This is an optimization exercise on Yosys and OpenROAD, whose aim is small area, a short achievable clock period and few clock cycles, not a production implementation. The RTL was checked by simulation tests, not by an equivalence proof against the original design. Power and IR drop assume default switching activity.

## dcache_top
module dcache_top (
    input  logic        clk,
    input  logic        rst,             
    input  logic        dreq_valid,
    input  logic [31:0] dreq_addr,
    input  logic [3:0]  dreq_strobe,     
    input  logic [31:0] dreq_data,
    output logic        dresp_data_ok,   
    output logic [31:0] dresp_data,
    output logic        creq_valid,
    output logic        creq_is_write,
    output logic [31:0] creq_addr,       
    output logic [3:0]  creq_strobe,
    output logic [31:0] creq_data,       
    output logic        creq_burst,      
    input  logic        cresp_ready,
    input  logic        cresp_last,
    input  logic [31:0] cresp_data
);
    localparam int W  = 4;
    localparam int TB = 26;
    logic [31:0]     phys_addr;
    logic [TB-1:0]   tag;
    logic [1:0]      index;
    logic [1:0]      word_sel;
    logic            uncached;
    logic [W-1:0]    hits;
    logic [W-1:0]    valids;
    logic [W-1:0]    dirtys;
    logic [W*TB-1:0] tags;
    logic [31:0]     words [W];
    logic [31:0]     lookup_word;
    logic [1:0]      rd_word;
    logic [W-1:0]    wb_way;
    logic            lookup_hit;
    logic [1:0]      lookup_hit_way;
    logic [1:0]      lookup_victim_way;
    logic            lookup_victim_dirty;
    logic [TB-1:0]   lookup_victim_tag;
    logic [1:0]      wr_word;
    logic [4*W-1:0]  wr_be;
    logic [31:0]     wr_data;
    logic [W-1:0]    meta_we;
    logic            meta_fill;
    logic            meta_store;
    logic            touch;
    logic [1:0]      touch_way;
    addr_decode u_decode (
        .addr      (dreq_addr),
        .tag       (tag),
        .index     (index),
        .word_sel  (word_sel),
        .phys_addr (phys_addr),
        .uncached  (uncached)
    );
    for (genvar i = 0; i < W; i++) begin : g_way
        cache_way u_way (
            .clk        (clk),
            .resetn     (rst),
            .index      (index),
            .tag        (tag),
  ...
For scale: about 5700 cells after synthesis, ~2600 flip-flops, ~0.099 mm^2 of cells after synthesis.
Settings: LEC_CHECK=0, CAP_MARGIN=20, CORE_MARGIN=2, CORE_UTILIZATION=65, CTS_CLUSTER_DIAMETER=80, CTS_CLUSTER_SIZE=30, PLACE_DENSITY=0.75, SETUP_SLACK_MARGIN=3.6, SLEW_MARGIN=20; clock period 7.0 ns.
standard.sh (not shown) runs the stock make flow with config.mk's settings and CLKGATE_MAP_FILE= SYNTH_SCRIPT=/design/flow/synth_recipe.tcl, a recipe that flattens the netlist after the stock synthesis.
==> flow/flow/run.sh <==
#!/bin/bash
# The standard layout (the standard.sh, standard synthesis included), with two
# changes to how it is made: the port buffers are buf_4 cells rather than the
# delay-type buffer buffer_ports picks by itself, and timing repair may resize a
# cell to one of another footprint. Make's full output goes to standard.log.
set -euo pipefail
bash standard.sh \
    "BUFFER_PORTS_ARGS=-buffer_cell sky130_fd_sc_hd__buf_4" \
    MATCH_CELL_FOOTPRINT=0 \
    finish > standard.log 2>&1
The starting point produced a clean layout.
Testbench counts at the start, summed over its fixed seeds: cycles 95,055.
Change:
CORE_UTILIZATION = 58   (was 65)
CTS_CLUSTER_DIAMETER = 70   (was 80)
CTS_CLUSTER_SIZE = 24   (was 30)
PLACE_DENSITY = 0.68   (was 0.75)
=>
- area after synthesis is unchanged
- maximum frequency falls by about 3%
- die area is higher by 12%
- synthesized cell count does not change
- worst setup slack got worse by 100 ps
- clock power came out higher by about 12%
- total power rises by about 3.4%
- hold slack is worse by 3.1 ps
- wire length rises by about 1.4%
- count of clock-buffer cells in the layout increases by 42
- final area rises by about 0.6%
Change:
==> flow/run.sh (new file) <==
#!/bin/bash
# synth_recipe.tcl (not shown) runs the flow's synth.tcl, then flattens the netlist and writes it again
# the make line also repeats each setting of config.mk as NAME=value (left out here)
make -C /OpenROAD-flow-scripts/flow DESIGN_CONFIG=/design/flow/config.mk WORK_HOME=/design/flow/orfs CLKGATE_MAP_FILE= SYNTH_SCRIPT=/design/flow/synth_recipe.tcl finish
CORE_UTILIZATION = 65   (was 58)
PLACE_DENSITY = 0.75   (was 0.68)
removed: flow/flow/run.sh
removed: flow/standard.sh
Result: Final cell count is lower by 1.8%; count of clock-buffer cells in the layout is lower by 8; core utilization is higher by 8.6 points; clock skew stays flat; non-clock buffer count is higher by 33; maximum frequency barely changes; critical path depth is lower by 7; routed wire length is higher by 0.36%.
Change:
==> flow/flow/run.sh (new file) <==
#!/bin/bash
# The standard layout (the standard.sh, standard synthesis included), with two
# changes to how it is made: the port buffers are buf_4 cells rather than the
# delay-type buffer buffer_ports picks by itself, and timing repair may resize a
# cell to one of another footprint. Make's full output goes to standard.log.
set -euo pipefail
bash standard.sh \
    "BUFFER_PORTS_ARGS=-buffer_cell sky130_fd_sc_hd__buf_4" \
    MATCH_CELL_FOOTPRINT=0 \
    finish > standard.log 2>&1
==> flow/standard.sh (new file) <==
#!/bin/bash
# synth_recipe.tcl (not shown) runs the flow's synth.tcl, then flattens the netlist and writes it again
# the make line also repeats each setting of config.mk as NAME=value (left out here)
make -C /OpenROAD-flow-scripts/flow DESIGN_CONFIG=/design/flow/config.mk WORK_HOME=/design/flow/orfs CLKGATE_MAP_FILE= SYNTH_SCRIPT=/design/flow/synth_recipe.tcl "${@:-finish}"
removed: flow/run.sh
What happened:
- synthesized area does not change
- total power fell by 0.73%
- routed wire length fell by 2.2%
- non-clock buffer count fell by 70
- worst hold slack got worse by 13 ps
- die area stays the same
- design area fell by about 1.5%
- via count fell by about 1%
- global-route usage fell by 0.82 points
- worst setup slack improved by 100 ps

[static timing again, ports no longer ideal]
The flow's constraints put no driver on any port. The routed layouts listed below were extracted and timed again, unchanged, in two steps. Step 1 (the two cells are an assumption about what drives the block):
set clk [get_ports {clk}]
set_driving_cell -lib_cell sky130_fd_sc_hd__clkbuf_16 $clk
set_driving_cell -lib_cell sky130_fd_sc_hd__buf_2 [delete_from_list [all_inputs] $clk]
Step 2 moves the port delays by t, midway between the first and last clock arrival at a register: inputs arrive t later, outputs are due t later. That takes back most of the time a late clock gives input paths. a / b / c = no drivers / after step 1 / after step 2; a / b = the first two.
| run | t, ns | setup WS [ns] | hold WS [ns] | worst data-port slew with drivers (ns) |
|---|---|---|---|---|
| the first run | 0.875 | 3.494 / 3.225 / 2.350 | 0.452 / 0.452 / 0.452 | 0.47 |
| the second run | 0.906 | 3.389 / 3.166 / 2.260 | 0.448 / 0.448 / 0.448 | 0.35 |
| the third run | 0.880 | 3.379 / 3.152 / 2.272 | 0.459 / 0.459 / 0.459 | 0.41 |
| the fourth run | 0.873 | 3.484 / 3.269 / 2.396 | 0.446 / 0.446 / 0.446 | 0.39 |
After both steps every run listed still meets setup and hold. The setup slack of the first run, which loses most, moves by -0.269 ns with the drivers and by -1.144 ns with both steps.
